This is an optimization exercise on Yosys and OpenROAD, whose aim is small area and a short achievable clock period, not a production implementation.
Only simulation tests tie the RTL to the original design; equivalence was not proved.
No activity file was given, so power comes from the tool's default toggle rates.

--- flow/run.sh ---
#!/bin/bash
# The standard flow with two changes after synthesis, which is the
# standard one and runs on its own first:
# - port buffers are plain buffers (buf_4) instead of the delay cells
#   buffer_ports picks by default;
# - clock tree synthesis inserts no dummy loads.
set -euo pipefail
bash standard.sh synth > synth.log 2>&1
bash standard.sh \
  "BUFFER_PORTS_ARGS=-buffer_cell sky130_fd_sc_hd__buf_4" \
  "CTS_ARGS=-sink_clustering_enable -repair_clock_nets -sink_clustering_size 25 -sink_clustering_max_diameter 90 -dont_use_dummy_load" \
  finish > layout.log 2>&1
--- standard.sh ---
#!/bin/bash
# synth_recipe.tcl (not shown) runs the flow's synth.tcl, then flattens the netlist and writes it again
# the make line also repeats each setting of config.mk as NAME=value (left out here)
make -C /OpenROAD-flow-scripts/flow DESIGN_CONFIG=/design/flow/config.mk WORK_HOME=/design/flow/orfs CLKGATE_MAP_FILE= SYNTH_SCRIPT=/design/flow/synth_recipe.tcl "${@:-finish}"
--- config.mk ---
export PLATFORM = sky130hd
export DESIGN_NAME = memAccessTop
export DESIGN_NICKNAME = memAccessTop
export VERILOG_FILES = /design/flow/design.v
export SDC_FILE = /design/flow/constraint.sdc
export NUM_CORES = 8
export LEC_CHECK = 0
export CAP_MARGIN = 20
export CORE_MARGIN = 2
export CORE_UTILIZATION = 80
export CTS_CLUSTER_DIAMETER = 90
export CTS_CLUSTER_SIZE = 25
export PLACE_DENSITY = 0.86
export SETUP_SLACK_MARGIN = 3.2
export SLEW_MARGIN = 20
export SYNTH_HIERARCHICAL = 1
export SYNTH_MEMORY_MAX_BITS = 16384
export SYNTH_MINIMUM_KEEP_SIZE = 0
--- constraint.sdc ---
create_clock -name core_clock -period 5.5 [get_ports {clk}]
set_input_delay 1.1000 -clock core_clock [delete_from_list [all_inputs] [get_ports {clk}]]
set_output_delay 1.1000 -clock core_clock [all_outputs]
set_load 0.01 [all_outputs]
--- design.v ---
package memPkg;
  localparam int DATA_W = 32;
  localparam int BYTES_PER_WORD = 4;
  localparam int DEFAULT_DEPTH = 128;
  typedef logic [DATA_W-1:0] dataT;
  typedef logic [BYTES_PER_WORD-1:0] byteEnT;
  typedef logic [4:0] regIdxT;
  typedef enum logic [3:0] {
    MEM_NONE,
    MEM_LW,
    MEM_LH,
    MEM_LHU,
    MEM_LB,
    MEM_LBU,
    MEM_SW,
    MEM_SH,
    MEM_SB
  } memOpT;
  typedef struct packed {
    logic [3:0] lane0;   
    logic       b1Lane1;  
    logic       b1Lane3;  
    logic       b1Sign;   
    logic       hiWord;   
    logic       hiSign;   
    logic [3:0] signLane;  
  } extCtlT;
endpackage
`timescale 1ns/1ps
module memRequestStage #(
  parameter int depth = memPkg::DEFAULT_DEPTH,
  localparam int idxW = (depth > 1) ? $clog2(depth) : 1
) (
  input  logic                    clk,
  input  logic                    rstN,
  input  memPkg::memOpT           op,
  input  memPkg::dataT            addr,
  input  memPkg::dataT            storeData,
  input  memPkg::regIdxT          regIdx,
  output logic                    reqMemRead,
  output logic [depth-1:0]        reqSelN,
  output memPkg::byteEnT          reqByteWrN,
  output memPkg::dataT            reqWrData,
  output memPkg::extCtlT          reqExt,
  output memPkg::regIdxT          reqRegIdx
);
  logic           isRead;
  logic           isWrite;
  logic           isUnsigned;
  logic           isHalf;
  logic           isByte;
  logic [1:0]     lane;
  memPkg::byteEnT laneEn;
  memPkg::dataT   laneData;
  memPkg::extCtlT ext;
  logic [idxW-1:0] wordIdx;
  logic [depth-1:0] selN;
  assign lane    = addr[1:0];
  assign wordIdx = idxW'(addr[memPkg::DATA_W-1:2] % depth);
  always_comb begin
    isRead     = 1'b0;
    isWrite    = 1'b0;
    isUnsigned = 1'b0;
    isHalf     = 1'b0;
    isByte     = 1'b0;
    case (op)
      memPkg::MEM_LW: isRead = 1'b1;
      memPkg::MEM_LH: begin
        isRead = 1'b1;
        isHalf = 1'b1;
      end
      memPkg::MEM_LHU: begin
        isRead     = 1'b1;
        isUnsigned = 1'b1;
        isHalf     = 1'b1;
      end
      memPkg::MEM_LB: begin
        isRead = 1'b1;
        isByte = 1'b1;
      end
      memPkg::MEM_LBU: begin
        isRead     = 1'b1;
        isUnsigned = 1'b1;
        isByte     = 1'b1;
      end
      memPkg::MEM_SW: isWrite = 1'b1;
      memPkg::MEM_SH: begin
        isWrite = 1'b1;
        isHalf  = 1'b1;
      end
      memPkg::MEM_SB: begin
        isWrite = 1'b1;
        isByte  = 1'b1;
      end
      default: ;
    endcase
  end
  storeAlign storeLanes (
    .isHalf    (isHalf),
    .isByte    (isByte),
    .lane      (lane),
    .storeData (storeData),
    .byteEn    (laneEn),
    .wrData    (laneData)
  );
  rdDecode #(
    .depth (depth)
  ) wordDecode (
    .idx  (wordIdx),
    .selN (selN)
  );
  always_comb begin
    ext = '0;
    if (isByte) begin
      ext.lane0    = memPkg::byteEnT'(4'b0001 << lane);
      ext.b1Sign   = 1'b1;
      ext.hiSign   = 1'b1;
      ext.signLane = isUnsigned ? 4'b0000 : memPkg::byteEnT'(4'b0001 << lane);
    end else if (isHalf) begin
      ext.lane0    = lane[1] ? 4'b0100 : 4'b0001;
      ext.b1Lane1  = !lane[1];
      ext.b1Lane3  = lane[1];
      ext.hiSign   = 1'b1;
      ext.signLane = isUnsigned ? 4'b0000 : (lane[1] ? 4'b1000 : 4'b0010);
    end else begin
      ext.lane0    = 4'b0001;
      ext.b1Lane1  = 1'b1;
      ext.hiWord   = 1'b1;
    end
  end
  always_ff @(posedge clk) begin
    if (!rstN) begin
      reqMemRead <= 1'b0;
      reqByteWrN <= '1;
    end else begin
      reqMemRead <= isRead;
      reqByteWrN <= ~(isWrite ? laneEn : '0);
    end
  end
  always_ff @(posedge clk) begin
    reqSelN   <= selN;
    reqWrData <= laneData;
    reqExt    <= ext;
    reqRegIdx <= regIdx;
  end
endmodule
`timescale 1ns/1ps
module storeAlign (
  input  logic           isHalf,
  input  logic           isByte,
  input  logic [1:0]     lane,
  input  memPkg::dataT   storeData,
  output memPkg::byteEnT byteEn,
  output memPkg::dataT   wrData
);
  always_comb begin
    if (isByte) begin
      byteEn = memPkg::byteEnT'(4'b0001 << lane);
    end else if (isHalf) begin
      byteEn = lane[1] ? 4'b1100 : 4'b0011;
    end else begin
      byteEn = 4'b1111;
    end
    wrData[7:0]   = storeData[7:0];
    wrData[15:8]  = isByte ? storeData[7:0] : storeData[15:8];
    wrData[23:16] = (isByte || isHalf) ? storeData[7:0] : storeData[23:16];
    wrData[31:24] = isByte ? storeData[7:0] :
                    isHalf ? storeData[15:8] : storeData[31:24];
  end
endmodule
`timescale 1ns/1ps
module gInv (
  input  logic a,
  output logic y
);
  assign y = !a;
endmodule
module gNand #(
  parameter int n = 2
) (
  input  logic [n-1:0] a,
  output logic         y
);
  assign y = !(&a);
endmodule
module gNor #(
  parameter int n = 2
) (
  input  logic [n-1:0] a,
  output logic         y
);
  assign y = !(|a);
endmodule
module rdGroup #(
  parameter int n = 32
) (
  input  logic [n-1:0]    selN,
  input  logic [n-1:0]    bits,
  output logic [n/16-1:0] zN
);
  for (genvar i = 0; i < n / 16; i++) begin : gOut
    assign zN[i] = !(&(selN[16*i +: 16] | bits[16*i +: 16]));
  end
endmodule
module rdDecode #(
  parameter int depth = memPkg::DEFAULT_DEPTH,
  localparam int idxW = (depth > 1) ? $clog2(depth) : 1,
  localparam int loW  = (idxW + 1) / 2,
  localparam int hiW  = (idxW > loW) ? idxW - loW : 1
) (
  input  logic [idxW-1:0]  idx,
  output logic [depth-1:0] selN
);
  logic [idxW-1:0]   idxN;
  logic [2**hiW-1:0] hiN;
  logic [2**loW-1:0] loN;
  logic [2**hiW-1:0] hi;
  logic [2**loW-1:0] lo;
  for (genvar i = 0; i < idxW; i++) begin : gIdx
    gInv uInv (
      .a (idx[i]),
      .y (idxN[i])
    );
  end
  for (genvar l = 0; l < 2**loW; l++) begin : gLo
    logic [loW-1:0] lit;
    for (genvar i = 0; i < loW; i++) begin : gLit
      assign lit[i] = ((l >> i) & 1) ? idx[i] : idxN[i];
    end
    gNand #(
      .n (loW)
    ) uNand (
      .a (lit),
      .y (loN[l])
    );
  end
  if (idxW > loW) begin : gHiDec
    for (genvar h = 0; h < 2**hiW; h++) begin : gHi
      logic [hiW-1:0] lit;
      for (genvar i = 0; i < hiW; i++) begin : gLit
        assign lit[i] = ((h >> i) & 1) ? idx[loW+i] : idxN[loW+i];
      end
      gNand #(
        .n (hiW)
      ) uNand (
        .a (lit),
        .y (hiN[h])
      );
    end
  end else begin : gHiNone
    assign hiN = '0;   
  end
  for (genvar h = 0; h < 2**hiW; h++) begin : gHiInv
    gInv uInv (
      .a (hiN[h]),
      .y (hi[h])
    );
  end
  for (genvar l = 0; l < 2**loW; l++) begin : gLoInv
    gInv uInv (
      .a (loN[l]),
      .y (lo[l])
    );
  end
  for (genvar w = 0; w < depth; w++) begin : gWord
    gNand #(
      .n (2)
    ) uNand (
      .a ({hi[w >> loW], lo[w % (2**loW)]}),
      .y (selN[w])
    );
  end
endmodule
module dataMemory #(
  parameter int depth = memPkg::DEFAULT_DEPTH,
  localparam int parts = 2 * ((depth + 31) / 32)
) (
  input  logic                                 clk,
  input  logic [depth-1:0]                     selN,
  input  memPkg::byteEnT                       byteWrN,
  input  memPkg::dataT                         wrData,
  output logic [parts-1:0][memPkg::DATA_W-1:0] zero
);
  localparam int dataW = memPkg::DATA_W;
  localparam int pairW = 32;
  localparam int pairs = parts / 2;
  memPkg::dataT mem [depth];
  logic [depth-1:0][3:0]   wrEn;
  logic [pairs*pairW-1:0]  rdSelN;
  for (genvar w = 0; w < depth; w++) begin : gWrWord
    for (genvar b = 0; b < memPkg::BYTES_PER_WORD; b++) begin : gWrByte
      gNor #(
        .n (2)
      ) uEn (
        .a ({selN[w], byteWrN[b]}),
        .y (wrEn[w][b])
      );
    end
  end
  always_ff @(posedge clk) begin
    for (int w = 0; w < depth; w++) begin
      for (int b = 0; b < memPkg::BYTES_PER_WORD; b++) begin
        if (wrEn[w][b]) begin
          mem[w][b*8 +: 8] <= wrData[b*8 +: 8];
        end
      end
    end
  end
  assign rdSelN[depth-1:0] = selN;
  if (pairs * pairW > depth) begin : gSelPad
    assign rdSelN[pairs*pairW-1:depth] = '1;
  end
  for (genvar j = 0; j < dataW; j++) begin : gBit
    for (genvar q = 0; q < pairs; q++) begin : gPair
      logic [pairW-1:0] bits;
      for (genvar w = 0; w < pairW; w++) begin : gWord
        assign bits[w] = (q*pairW+w < depth) ? mem[q*pairW+w][j] : 1'b1;
      end
      rdGroup #(
        .n (pairW)
      ) uGroup (
        .selN (rdSelN[q*pairW +: pairW]),
        .bits (bits),
        .zN   ({zero[2*q+1][j], zero[2*q][j]})
      );
    end
  end
endmodule
`timescale 1ns/1ps
module loadUnit #(
  parameter int parts = 8
) (
  input  logic           clk,
  input  logic           rstN,
  input  logic           memRead,
  input  memPkg::extCtlT ext,
  input  memPkg::regIdxT regIdx,
  input  logic [parts-1:0][memPkg::DATA_W-1:0] zero,
  output logic           loadValid,
  output memPkg::dataT   loadData,
  output memPkg::regIdxT loadReg
);
  localparam int dataW = memPkg::DATA_W;
  localparam int nors  = parts / 4;
  logic [nors-1:0][dataW-1:0] setPart;
  logic [3:0]                 signN;
  logic                       sign;
  logic                       b1SignN;
  logic                       hiSignN;
  memPkg::dataT               extData;
  for (genvar j = 0; j < dataW; j++) begin : gBit
    for (genvar k = 0; k < nors; k++) begin : gNor4
      logic [3:0] z;
      for (genvar i = 0; i < 4; i++) begin : gIn
        assign z[i] = zero[4*k+i][j];
      end
      gNor #(
        .n (4)
      ) uNor (
        .a (z),
        .y (setPart[k][j])
      );
    end
  end
  for (genvar b = 0; b < 4; b++) begin : gSign
    logic [nors:0] in;
    assign in[0] = ext.signLane[b];
    for (genvar k = 0; k < nors; k++) begin : gIn
      assign in[k+1] = setPart[k][8*b+7];
    end
    gNand #(
      .n (nors + 1)
    ) uNand (
      .a (in),
      .y (signN[b])
    );
  end
  gNand #(
    .n (4)
  ) uSign (
    .a (signN),
    .y (sign)
  );
  gNand #(
    .n (2)
  ) uB1Sign (
    .a ({ext.b1Sign, sign}),
    .y (b1SignN)
  );
  gNand #(
    .n (2)
  ) uHiSign (
    .a ({ext.hiSign, sign}),
    .y (hiSignN)
  );
  for (genvar j = 0; j < 8; j++) begin : gByte0
    logic [3:0] laneN;
    for (genvar b = 0; b < 4; b++) begin : gLane
      logic [nors:0] in;
      assign in[0] = ext.lane0[b];
      for (genvar k = 0; k < nors; k++) begin : gIn
        assign in[k+1] = setPart[k][8*b+j];
      end
      gNand #(
        .n (nors + 1)
      ) uNand (
        .a (in),
        .y (laneN[b])
      );
    end
    gNand #(
      .n (4)
    ) uOut (
      .a (laneN),
      .y (extData[j])
    );
  end
  for (genvar j = 8; j < 16; j++) begin : gByte1
    logic [nors:0] in1;
    logic [nors:0] in3;
    logic          lane1N;
    logic          lane3N;
    assign in1[0] = ext.b1Lane1;
    assign in3[0] = ext.b1Lane3;
    for (genvar k = 0; k < nors; k++) begin : gIn
      assign in1[k+1] = setPart[k][j];
      assign in3[k+1] = setPart[k][j+16];
    end
    gNand #(
      .n (nors + 1)
    ) uLane1 (
      .a (in1),
      .y (lane1N)
    );
    gNand #(
      .n (nors + 1)
    ) uLane3 (
      .a (in3),
      .y (lane3N)
    );
    gNand #(
      .n (3)
    ) uOut (
      .a ({lane1N, lane3N, b1SignN}),
      .y (extData[j])
    );
  end
  for (genvar j = 16; j < dataW; j++) begin : gHalf1
    logic [nors:0] in;
    logic          wordN;
    assign in[0] = ext.hiWord;
    for (genvar k = 0; k < nors; k++) begin : gIn
      assign in[k+1] = setPart[k][j];
    end
    gNand #(
      .n (nors + 1)
    ) uWord (
      .a (in),
      .y (wordN)
    );
    gNand #(
      .n (2)
    ) uOut (
      .a ({wordN, hiSignN}),
      .y (extData[j])
    );
  end
  always_ff @(posedge clk) begin
    if (!rstN) begin
      loadValid <= 1'b0;
    end else begin
      loadValid <= memRead;
    end
  end
  always_ff @(posedge clk) begin
    loadData <= extData;
    loadReg  <= regIdx;
  end
endmodule
`timescale 1ns/1ps
module memAccessTop #(
  parameter int memDepth = memPkg::DEFAULT_DEPTH
) (
  input  logic           clk,
  input  logic           rstN,
  input  memPkg::memOpT  op,
  input  memPkg::dataT   addr,
  input  memPkg::dataT   storeData,
  input  memPkg::regIdxT regIdx,
  output logic           loadValid,
  output memPkg::dataT   loadData,
  output memPkg::regIdxT loadReg
);
  localparam int readParts = 2 * ((memDepth + 31) / 32);
  logic                reqMemRead;
  logic [memDepth-1:0] reqSelN;
  memPkg::byteEnT      reqByteWrN;
  memPkg::dataT        reqWrData;
  memPkg::extCtlT      reqExt;
  memPkg::regIdxT      reqRegIdx;
  logic [readParts-1:0][memPkg::DATA_W-1:0] memZero;
  memRequestStage #(
    .depth (memDepth)
  ) reqStage (
    .clk        (clk),
    .rstN       (rstN),
    .op         (op),
    .addr       (addr),
    .storeData  (storeData),
    .regIdx     (regIdx),
    .reqMemRead (reqMemRead),
    .reqSelN    (reqSelN),
    .reqByteWrN (reqByteWrN),
    .reqWrData  (reqWrData),
    .reqExt     (reqExt),
    .reqRegIdx  (reqRegIdx)
  );
  dataMemory #(
    .depth (memDepth)
  ) dataMem (
    .clk     (clk),
    .selN    (reqSelN),
    .byteWrN (reqByteWrN),
    .wrData  (reqWrData),
    .zero    (memZero)
  );
  loadUnit #(
    .parts (readParts)
  ) loadPath (
    .clk       (clk),
    .rstN      (rstN),
    .memRead   (reqMemRead),
    .ext       (reqExt),
    .regIdx    (reqRegIdx),
    .zero      (memZero),
    .loadValid (loadValid),
    .loadData  (loadData),
    .loadReg   (loadReg)
  );
endmodule
==> impl_metrics.prom, run 1 <==
# TYPE chip_impl_metric gauge
chip_impl_info{name="outcome",value="failed layout checks"} 1
chip_impl_info{name="check-failures",value="max-capacitance violations, max-slew violations"} 1
chip_impl_metric{name="drive_above_1_share",unit=""} 0.1396
chip_impl_metric{name="vdd_ir_drop_max",unit="mV"} 0.3516
chip_impl_info{name="crit_chain",value="buf_4, buf_4, o22ai_1, nor2_1, nand4_1, nor4_4, nand3_2, nand4_1"} 1
chip_impl_metric{name="finalSetupTns",unit="ns"} 0
chip_impl_metric{name="hold_viol",unit=""} 0
chip_impl_metric{name="routed-wl-met2",unit="um"} 218300
chip_impl_info{name="critPathSlowestCell",value="sky130_fd_sc_hd__nor4_4"} 1
chip_impl_metric{name="r2r_setup_slack",unit="ns"} 2.42
chip_impl_metric{name="fp.coreArea",unit="sq um"} 187400
chip_impl_metric{name="detail_route.wirelength",unit="um"} 503600
chip_impl_metric{name="antenna_violating_nets_left",unit=""} 0
chip_impl_metric{name="reg2regPathDepth",unit=""} 8
chip_impl_metric{name="avgSynthCellArea",unit="sq um"} 17.44
chip_impl_metric{name="synth_sequential_area_ratio",unit=""} 0.8469
chip_impl_info{name="criticalPathCategory",value="register to register"} 1
chip_impl_metric{name="cts-hold-fix-buffers",unit=""} 0
chip_impl_metric{name="timing.final.setup_violations",unit=""} 0
chip_impl_metric{name="cellLeakagePower",unit="nW"} 51.57
chip_impl_metric{name="synth_nets",unit=""} 8701
chip_impl_metric{name="hpwl",unit="um"} 251800
chip_impl_metric{name="grt-ovfl-total",unit=""} 0
chip_impl_metric{name="critical_path_arrival",unit="ns"} 3.91
chip_impl_metric{name="period_needed",unit="ns"} 3.075
chip_impl_metric{name="fp.dieW",unit="um"} 437.7
chip_impl_metric{name="pin_count_of_the_biggest_net_entering_global_routing",unit=""} 129
chip_impl_metric{name="placed_cells",unit=""} 11380
chip_impl_metric{name="clkSinkCount",unit=""} 4317
chip_impl_metric{name="dr.pass1.iters",unit=""} 10
chip_impl_metric{name="maxCapViolCount",unit=""} 1
chip_impl_metric{name="slew_viol_final",unit=""} 9
chip_impl_metric{name="place_congestion",unit=""} 1.015
chip_impl_metric{name="number_of_synthesized_register_bits",unit=""} 4317
chip_impl_metric{name="cts_buffer_depth",unit=""} 3
chip_impl_metric{name="portBuffers",unit=""} 89
chip_impl_metric{name="clk-insertion-delay-late",unit="ns"} 0.92
chip_impl_metric{name="tritoncts.num_buffers",unit=""} 190
chip_impl_info{name="crit-reg2reg-launch",value="reqStage.reqSelN[44]"} 1
chip_impl_metric{name="height_of_the_die",unit="um"} 437.7
chip_impl_metric{name="timing_worst_slew_pin_value",unit="ns"} 1.616
chip_impl_metric{name="avgRoutedWirePerCell",unit="um"} 41.77
chip_impl_metric{name="cp_max_fo",unit=""} 6
chip_impl_info{name="ctsRootBufferMaster",value="sky130_fd_sc_hd__clkbuf_16"} 1
chip_impl_metric{name="grt_antenna_before_repair",unit=""} 32
chip_impl_metric{name="remaining_design_rule_violation_count",unit=""} 0
chip_impl_metric{name="synth_async_sr_flop_share",unit=""} 0
chip_impl_metric{name="io_pins",unit=""} 113
chip_impl_info{name="hold_path_class",value="input pin to register"} 1
chip_impl_info{name="setup.worst_path.start",value="reqStage.reqSelN[44]"} 1
chip_impl_metric{name="dieArea",unit="sq um"} 191600
chip_impl_metric{name="total_of_warnings_raised_by_yosys",unit=""} 11
chip_impl_metric{name="synthesis.area",unit="sq um"} 150500
chip_impl_metric{name="power_density",unit="nW/um^2"} 327.8
chip_impl_metric{name="whs",unit="ns"} 0.3160
chip_impl_info{name="regToRegEndpoint",value="loadPath.loadData[5]"} 1
chip_impl_metric{name="netlist_instances",unit=""} 8626
chip_impl_metric{name="final.setup_skew",unit="ns"} 0.05556
chip_impl_info{name="top_layer",value="met5"} 1
chip_impl_metric{name="average_vias_per_placed_instance",unit=""} 8.387
chip_impl_metric{name="cp.required",unit="ns"} 6.33
chip_impl_info{name="worst_setup_path_end_kind",value="register"} 1
chip_impl_metric{name="wl_met3",unit="um"} 97460
chip_impl_info{name="most_frequent_standard_cell_in_the_layout_excluding_fill_and_tap_cells",value="sky130_fd_sc_hd__edfxtp_1"} 1
chip_impl_metric{name="final_total_power",unit="mW"} 55.15
chip_impl_metric{name="achievable-frequency",unit="GHz"} 0.3252
chip_impl_metric{name="layout.cells.non_filler",unit=""} 12060
chip_impl_metric{name="synthDistinctLibCells",unit=""} 40
chip_impl_metric{name="start_util",unit=""} 0.8029
chip_impl_metric{name="first_iter_violations",unit=""} 25530
chip_impl_info{name="critical_path.endpoint",value="loadPath.loadData[5]"} 1
chip_impl_metric{name="rows",unit=""} 159
chip_impl_metric{name="worst_slew_margin_rel",unit=""} -0.07877
chip_impl_info{name="synth-main-ff-cell",value="sky130_fd_sc_hd__edfxtp_1"} 1
chip_impl_metric{name="crit_path_max_incr_delay",unit="ns"} 0.74
chip_impl_metric{name="timing.final.crit_share",unit=""} 0.5591
chip_impl_metric{name="syn_to_final_growth",unit="%"} 11.80
chip_impl_info{name="cts_tree",value="done"} 1
chip_impl_metric{name="first_global_vias",unit=""} 92200
chip_impl_metric{name="grt_util_all_layers",unit=""} 0.4907
chip_impl_metric{name="dp_slack",unit="ns"} 1.682
chip_impl_metric{name="minimum_setup_slack_in_the_final_design",unit="ns"} 2.425
chip_impl_info{name="critical_path.startpoint_type",value="register"} 1
chip_impl_metric{name="grt_first_pass_wirelength",unit="um"} 655900
chip_impl_metric{name="synth-edff-count",unit=""} 4096
chip_impl_metric{name="ctsHtreeMaxLevel",unit=""} 4
chip_impl_metric{name="via_count",unit=""} 101100
chip_impl_metric{name="finalNetCount",unit=""} 9601
chip_impl_info{name="rsz0062_at_grt",value="yes"} 1
chip_impl_metric{name="drt-met1-wl",unit="um"} 133000
chip_impl_info{name="final_cell_mix",value="sky130_fd_sc_hd__edfxtp_1, sky130_fd_sc_hd__o22ai_1, sky130_fd_sc_hd__nor2_1"} 1
chip_impl_metric{name="clkTransAtPathRegs",unit="ns"} 0.11
==> sequential cells by signal (all words and copies together), names as in the netlist <==
name and flops:
loadPath.loadValid 1, loadPath.loadData 32, reqStage.reqSelN 128, dataMem.mem 4096
reqStage.reqByteWrN 4, reqStage.reqMemRead 1, loadPath.loadReg 5, reqStage.reqWrData 32
reqStage.reqExt 13, reqStage.reqRegIdx 5
==> area by class of cell <==
class | instances | area (sq um)
multi-input combinational | 4250 | 23860
tap | 2495 | 3122
antenna | 39 | 97.59
timing repair buffer | 724 | 8130
inverter | 43 | 161.4
fill | 5699 | 19180
sequential | 4317 | 128100
clock buffer | 190 | 4755
==> per-stage QoR <==
step	utilization	area, sq um
CTS	0.8866	166100
global route	0.8972	168100
floorplan	-	150500
detailed placement	0.8309	155700
global placement	0.8308	155700
finish	0.8976	168200
==> cell usage after synthesis (2+ instances only) <==
master,n,area (sq um)
sky130_fd_sc_hd__a22oi_1,2,15.01
sky130_fd_sc_hd__inv_1,43,161.4
sky130_fd_sc_hd__nor2_1,1541,5784
sky130_fd_sc_hd__nor3_1,2,10.01
sky130_fd_sc_hd__o311ai_2,2,32.53
sky130_fd_sc_hd__o22ai_1,2048,12810
sky130_fd_sc_hd__nand4_1,281,1758
sky130_fd_sc_hd__buf_6,3,33.78
sky130_fd_sc_hd__nor4_2,64,800.8
sky130_fd_sc_hd__a21oi_1,4,20.02
sky130_fd_sc_hd__mux2i_1,8,80.08
sky130_fd_sc_hd__mux2_2,8,90.09
sky130_fd_sc_hd__nor2b_1,2,12.51
sky130_fd_sc_hd__xnor2_1,2,17.52
sky130_fd_sc_hd__dfxtp_1,221,4424
sky130_fd_sc_hd__and3_1,2,12.51
sky130_fd_sc_hd__nand3_1,85,425.4
sky130_fd_sc_hd__nand3b_1,2,15.01
sky130_fd_sc_hd__nand2_1,160,600.6
sky130_fd_sc_hd__buf_4,9,67.56
sky130_fd_sc_hd__edfxtp_1,4096,123000
sky130_fd_sc_hd__o21ai_0,17,85.08
sky130_fd_sc_hd__o21a_1,2,15.01
sky130_fd_sc_hd__nand2b_1,3,18.77
sky130_fd_sc_hd__buf_2,4,20.02
==> Yosys stat by module (local to each module, per instance), a selection <==
module      cell area [sq um]  flops+latches  copies in the design  cells
gInv                    3.754              0                    31      1
storeAlign              469.2              0                     1     68
==> worst max-delay path: cells and delay by family (launching register included) <==
family                 cells  cell delay (ns)
AND/OR/NAND/NOR            5             2.19
flip-flops                 1             0.43
buffers and inverters      2             0.26
AO/OA/AOI/OAI              1             0.10
==> worst min-delay path by stage <==
stage	start	to	slack [ns]	cells past startpoint
floorplan	reqStage.reqRegIdx[0]	loadPath.loadReg[0]	0.31	0
global placement	reqStage.reqRegIdx[3]	loadPath.loadReg[3]	0.31	0
detailed placement	reqStage.reqRegIdx[3]	loadPath.loadReg[3]	0.31	0
CTS	regIdx[2]	reqStage.reqRegIdx[2]	0.30	1
global route	regIdx[3]	reqStage.reqRegIdx[3]	0.30	1
finish	storeData[3]	reqStage.reqWrData[3]	0.32	1
==> per-layer routing <==
| metal | up-vias | global-route usage |
|---|---|---|
| met4 | 22 | 0.3313 |
| met1 | 46720 | 0.6161 |
| met2 | 13800 | 0.7315 |
| met3 | 3605 | 0.1736 |
| met5 | - | 0.005796 |
| li1 | 36980 | - |
==> cell families (layout without fill, tap and decap cells) <==
| logic type | after synthesis | after routing | synth area share |
|---|---|---|---|
| and+or+nand+nor | 2151 | 2152 | 0.06334 |
| muxes | 16 | 16 | 0.001131 |
| other | 0 | 39 | 0 |
| buffers and inverters | 60 | 957 | 0.001904 |
| xor gates and xnor gates | 2 | 2 | 0.0001164 |
| DFF | 4317 | 4317 | 0.8469 |
| AOI/OAI and AO/OA | 2080 | 2080 | 0.08664 |
==> where the power goes <==
part | internal, mW | switching, mW | leakage (nW)
clock | 6.20 | 9.89 | 2.34
sequential | 36.3 | 0.763 | 38.3
combinational | 0.488 | 1.46 | 11.0
==> what timing repair did <==
| action | in CTS | in global routing |
|---|---|---|
| buffers inserted | 271 | 140 |
| gates resized for setup | 714 | 161 |
| endpoints found under the setup margin | 72 | 572 |
| cloned | 32 | 5 |
| pin swaps | 156 | 103 |
==> run 2, diff against run 1 <==
--- a/config.mk
+++ b/config.mk
@@ -9,6 +9,6 @@
 export CORE_MARGIN = 2
-export CORE_UTILIZATION = 80
+export CORE_UTILIZATION = 74
 export CTS_CLUSTER_DIAMETER = 90
 export CTS_CLUSTER_SIZE = 25
-export PLACE_DENSITY = 0.86
+export PLACE_DENSITY = 0.8
 export SETUP_SLACK_MARGIN = 3.2
==> run 2 against run 1 <==
Against the previous run: now clean on timing, DRC and antenna; register-to-register slack better by 0.43 ns; worst setup slack better by 0.43 ns; first-iteration DRC count is 35% lower; fmax is 16% higher; largest power group unchanged; non-clock buffer count is 147 lower; wire length is 19% lower; critical path depth is 3 higher; clock skew is 0.022 ns higher; clock power is 5% lower; via count is 12% lower.
==> impl_metrics.prom, run 2 <==
# TYPE chip_impl_metric gauge
chip_impl_metric{name="average_vias_per_placed_instance",unit=""} 7.415
chip_impl_metric{name="first_iter_violations",unit=""} 16660
chip_impl_info{name="crit-reg2reg-launch",value="reqStage.reqSelN[101]"} 1
chip_impl_metric{name="dieArea",unit="sq um"} 207000
chip_impl_metric{name="synth_compound_gate_area_share",unit=""} 0.08664
chip_impl_metric{name="start_util",unit=""} 0.7445
chip_impl_metric{name="synth_nets",unit=""} 8701
chip_impl_metric{name="period_needed",unit="ns"} 2.648
chip_impl_metric{name="final_total_power",unit="mW"} 54.17
chip_impl_info{name="cpLargestDelayFamily",value="simple AND/OR/NAND/NOR gates"} 1
chip_impl_metric{name="total_of_warnings_raised_by_yosys",unit=""} 11
chip_impl_info{name="min_from",value="regIdx[0]"} 1
chip_impl_info{name="hold_path_class",value="input pin to register"} 1
chip_impl_metric{name="fp.coreArea",unit="sq um"} 202100
chip_impl_metric{name="timing_worst_slew_pin_value",unit="ns"} 1.431
chip_impl_metric{name="fp.dieW",unit="um"} 454.9
chip_impl_metric{name="avgSynthCellArea",unit="sq um"} 17.44
chip_impl_metric{name="io_pins",unit=""} 113
chip_impl_metric{name="synth_xor_xnor_area_share",unit=""} 0.0001164
chip_impl_metric{name="tritoncts.num_buffers",unit=""} 191
chip_impl_info{name="hold-path-endpoint",value="reqStage.reqRegIdx[0]"} 1
chip_impl_metric{name="clk-insertion-delay-late",unit="ns"} 0.92
chip_impl_metric{name="vdd_ir_drop_max",unit="mV"} 0.4042
chip_impl_metric{name="share_of_synthesized_cell_area_in_and_or_nand_and_nor_gates",unit=""} 0.06334
chip_impl_metric{name="grt_antenna_before_repair",unit=""} 10
chip_impl_metric{name="min_path_cells",unit=""} 1
chip_impl_metric{name="drive_above_1_share",unit=""} 0.1208
chip_impl_metric{name="height_of_the_die",unit="um"} 454.9
chip_impl_metric{name="hold_viol",unit=""} 0
chip_impl_metric{name="dr.pass1.iters",unit=""} 8
chip_impl_metric{name="timing.final.setup_violations",unit=""} 0
chip_impl_metric{name="clkTransAtPathRegs",unit="ns"} 0.09
chip_impl_metric{name="portBuffers",unit=""} 89
chip_impl_metric{name="hpwl",unit="um"} 244500
chip_impl_info{name="criticalPathCategory",value="register to register"} 1
chip_impl_metric{name="synth_sequential_area_ratio",unit=""} 0.8469
chip_impl_metric{name="cellLeakagePower",unit="nW"} 50.64
chip_impl_metric{name="finalSetupTns",unit="ns"} 0
chip_impl_metric{name="critPathBufInv",unit=""} 3
chip_impl_info{name="top_regs",value="dataMem.mem: 4096 flops, reqStage.reqSelN: 128 flops"} 1
chip_impl_metric{name="power_density",unit="nW/um^2"} 325.2
chip_impl_info{name="critPathSlowestCell",value="sky130_fd_sc_hd__nand4_1"} 1
chip_impl_info{name="regToRegEndpoint",value="loadPath.loadData[22]"} 1
chip_impl_metric{name="syn_to_final_growth",unit="%"} 10.72
chip_impl_info{name="main_combinational_cell_family_by_area_after_synthesis",value="compound AO/OA/AOI/OAI gates"} 1
chip_impl_metric{name="achievable-frequency",unit="GHz"} 0.3777
chip_impl_metric{name="synthesis.area",unit="sq um"} 150500
chip_impl_metric{name="timing.final.crit_share",unit=""} 0.4814
chip_impl_metric{name="critical_path_arrival",unit="ns"} 3.49
chip_impl_info{name="outcome",value="complete, no violations"} 1
chip_impl_metric{name="clkSinkCount",unit=""} 4317
chip_impl_info{name="most_frequent_standard_cell_in_the_layout_excluding_fill_and_tap_cells",value="sky130_fd_sc_hd__edfxtp_1"} 1
chip_impl_metric{name="grt-ovfl-total",unit=""} 0
chip_impl_metric{name="number_of_synthesized_register_bits",unit=""} 4317
chip_impl_metric{name="remaining_design_rule_violation_count",unit=""} 0
chip_impl_info{name="synth.largest_area_cell",value="sky130_fd_sc_hd__edfxtp_1"} 1
chip_impl_metric{name="ctsHtreeMaxLevel",unit=""} 4
chip_impl_info{name="worst_setup_path_end_kind",value="register"} 1
chip_impl_metric{name="maxCapViolCount",unit=""} 0
chip_impl_metric{name="netlist_instances",unit=""} 8626
chip_impl_metric{name="crit_path_max_incr_delay",unit="ns"} 0.50
chip_impl_metric{name="synthAdderAreaFrac",unit=""} 0
chip_impl_info{name="cts_tree",value="done"} 1
chip_impl_metric{name="grt_first_pass_wirelength",unit="um"} 554200
chip_impl_metric{name="post-synth-top-area-fraction",unit=""} 0.8175
chip_impl_metric{name="finalNetCount",unit=""} 9455
chip_impl_info{name="registers.top_by_ff_count",value="dataMem.mem"} 1
chip_impl_metric{name="worst_slew_margin_rel",unit=""} 0.04527
chip_impl_metric{name="final.setup_skew",unit="ns"} 0.07723
chip_impl_info{name="final_cell_mix",value="sky130_fd_sc_hd__edfxtp_1, sky130_fd_sc_hd__o22ai_1, sky130_fd_sc_hd__nor2_1"} 1
chip_impl_info{name="post_synth_most_frequent_cells",value="sky130_fd_sc_hd__edfxtp_1, sky130_fd_sc_hd__o22ai_1, sky130_fd_sc_hd__nor2_1, sky130_fd_sc_hd__nand4_1, sky130_fd_sc_hd__dfxtp_1"} 1
chip_impl_metric{name="first_global_vias",unit=""} 81970
chip_impl_metric{name="largest_register_ffs",unit=""} 4096
chip_impl_info{name="ctsRootBufferMaster",value="sky130_fd_sc_hd__clkbuf_16"} 1
chip_impl_metric{name="grt_util_all_layers",unit=""} 0.3774
chip_impl_metric{name="antenna_violating_nets_left",unit=""} 0
chip_impl_info{name="critical_path.startpoint_type",value="register"} 1
chip_impl_metric{name="mux_cell_area_share_after_synthesis",unit=""} 0.001131
chip_impl_info{name="synth.most_common_cell",value="sky130_fd_sc_hd__edfxtp_1"} 1
chip_impl_metric{name="slew_viol_final",unit=""} 0
chip_impl_metric{name="pin_count_of_the_biggest_net_entering_global_routing",unit=""} 81
chip_impl_metric{name="synth-edff-count",unit=""} 4096
chip_impl_metric{name="cts_buffer_depth",unit=""} 3
chip_impl_metric{name="synthDistinctLibCells",unit=""} 40
chip_impl_metric{name="avgRoutedWirePerCell",unit="um"} 33.66
chip_impl_metric{name="cp.required",unit="ns"} 6.34
chip_impl_metric{name="r2r_setup_slack",unit="ns"} 2.85
chip_impl_metric{name="place_congestion",unit=""} 0.9891
chip_impl_metric{name="cp_max_fo",unit=""} 16
chip_impl_metric{name="via_count",unit=""} 89450
chip_impl_metric{name="rows",unit=""} 165
chip_impl_metric{name="reg2regPathDepth",unit=""} 11
chip_impl_info{name="crit_chain",value="buf_12, o22ai_1, nor2_1, nand4_1, nor4_4, buf_6, nand3_1, nand4_1, buf_6, nand2_8, nand2_2"} 1
chip_impl_metric{name="detail_route.wirelength",unit="um"} 406100
chip_impl_info{name="synth-main-ff-cell",value="sky130_fd_sc_hd__edfxtp_1"} 1
chip_impl_info{name="rsz0062_at_grt",value="yes"} 1
chip_impl_info{name="synth.area.top_cells",value="sky130_fd_sc_hd__edfxtp_1, sky130_fd_sc_hd__o22ai_1, sky130_fd_sc_hd__nor2_1"} 1
chip_impl_metric{name="synth_async_sr_flop_share",unit=""} 0
## run 2: metal layers
metal / vias to the layer above / share of wire / global-route usage
li1: 36710 / - / -
met1: 44000 / 0.33 / 0.5428
met2: 7689 / 0.46 / 0.5624
met3: 1050 / 0.16 / 0.09338
met4: 0 / 0.057 / 0.1703
met5: - / 0 / 0
## run 2: worst register-to-register path, stage by stage (launching register included)
cell and delay [ns]:
sky130_fd_sc_hd__dfxtp_4 0.40, sky130_fd_sc_hd__buf_12 0.17, sky130_fd_sc_hd__o22ai_1 0.10, sky130_fd_sc_hd__nor2_1 0.18, sky130_fd_sc_hd__nand4_1 0.50, sky130_fd_sc_hd__nor4_4 0.41
sky130_fd_sc_hd__buf_6 0.19, sky130_fd_sc_hd__nand3_1 0.09, sky130_fd_sc_hd__nand4_1 0.17, sky130_fd_sc_hd__buf_6 0.16, sky130_fd_sc_hd__nand2_8 0.11, sky130_fd_sc_hd__nand2_2 0.11
## run 2: per-module statistics from Yosys, one instance, submodules excluded, excerpt
module / area [sq um] / times used
gInv: 3.754 / 31
storeAlign: 469.2 / 1
## run 2: power by group
part / leakage [nW] / internal [mW] / switching [mW]
clock: 2.35 / 6.20 / 9.12
combinational: 10.0 / 0.488 / 1.33
sequential: 38.3 / 36.3 / 0.674
## run 2: final cells by class
class / count / area [sq um]
Tap cell: 2672 / 3343
Inverter: 43 / 161.4
Sequential cell: 4317 / 128000
Fill cell: 8908 / 35520
Clock buffer: 191 / 4780
Multi-Input combinational cell: 4250 / 23690
Timing Repair Buffer: 577 / 6544
Antenna cell: 13 / 32.53
## run 2: worst max path at each step
stage	from	end	depth (start not counted)
2_1_floorplan	op[1]	reqStage.reqWrData[24]	7
3_3_place_gp	reqStage.reqSelN[100]	loadPath.loadData[29]	9
3_5_place_dp	reqStage.reqSelN[100]	loadPath.loadData[21]	9
4_1_cts	loadPath.loadData[12]	loadData[12]	1
5_1_grt	reqStage.reqSelN[101]	loadPath.loadData[22]	11
6_report	reqStage.reqSelN[101]	loadPath.loadData[22]	11
## run 2: cells by family (layout without fill, tap and decap cells)
logic type,Yosys count,after routing
buf+inv,60,811
simple gates,2151,2152
other cells,0,13
xor+xnor,2,2
compound gates,2080,2080
flops,4317,4317
mux,16,16
## run 2: through the flow
| step | instance area [sq um] | hold slack, ns | instances | utilization | worst slack, ns |
|---|---|---|---|---|---|
| 3_5_place_dp | 155900 | 0.3147 | 11560 | 0.7716 | 1.743 |
| 4_1_cts | 164200 | 0.2638 | 11890 | 0.8124 | 2.896 |
| 3_3_place_gp | 155900 | 0.3098 | 11560 | 0.7715 | 1.786 |
| 5_1_grt | 166600 | 0.2721 | 12050 | 0.8241 | 2.761 |
| 6_report | 166600 | 0.2907 | 12060 | 0.8242 | 2.852 |
| 2_1_floorplan | 150500 | 0.3096 | 8626 | - | 3.148 |
## run 2: repair_timing
item | 4_1_cts | 5_1_grt
hold buffers | 0 | 0
cloned | 14 | 24
setup endpoints to repair | 1303 | 332
resized for setup | 558 | 181
setup buffers | 125 | 134
pin swaps | 120 | 105

## separate check: timing with driven ports
No port has a modelled driver above. Below, the same layouts with a new extraction and two added sets of constraints. Step 1 (the two cells are an assumption about what drives the block):
set clk [get_ports {clk}]
set_driving_cell -lib_cell sky130_fd_sc_hd__clkbuf_16 $clk
set_driving_cell -lib_cell sky130_fd_sc_hd__buf_2 [delete_from_list [all_inputs] $clk]
Step 2, shift: input delay + t, output delay - t, t = (earliest + latest rising clock arrival at the registers) / 2. This alone moves slack from input paths to output paths. Three values: ideal, step 1, step 2; two values: the first two.
| run | t, ns | slack for setup (ns) | hold WS [ns] |
|---|---|---|---|
| run 1 | 0.992 | 2.425 / 2.425 / 1.857 | 0.316 / 0.243 / 0.333 |
| run 2 | 0.967 | 2.852 / 2.826 / 2.311 | 0.291 / 0.240 / 0.331 |
The setup slack of run 1, which loses most, moves by 0.000 ns with the drivers and by -0.568 ns with both steps.
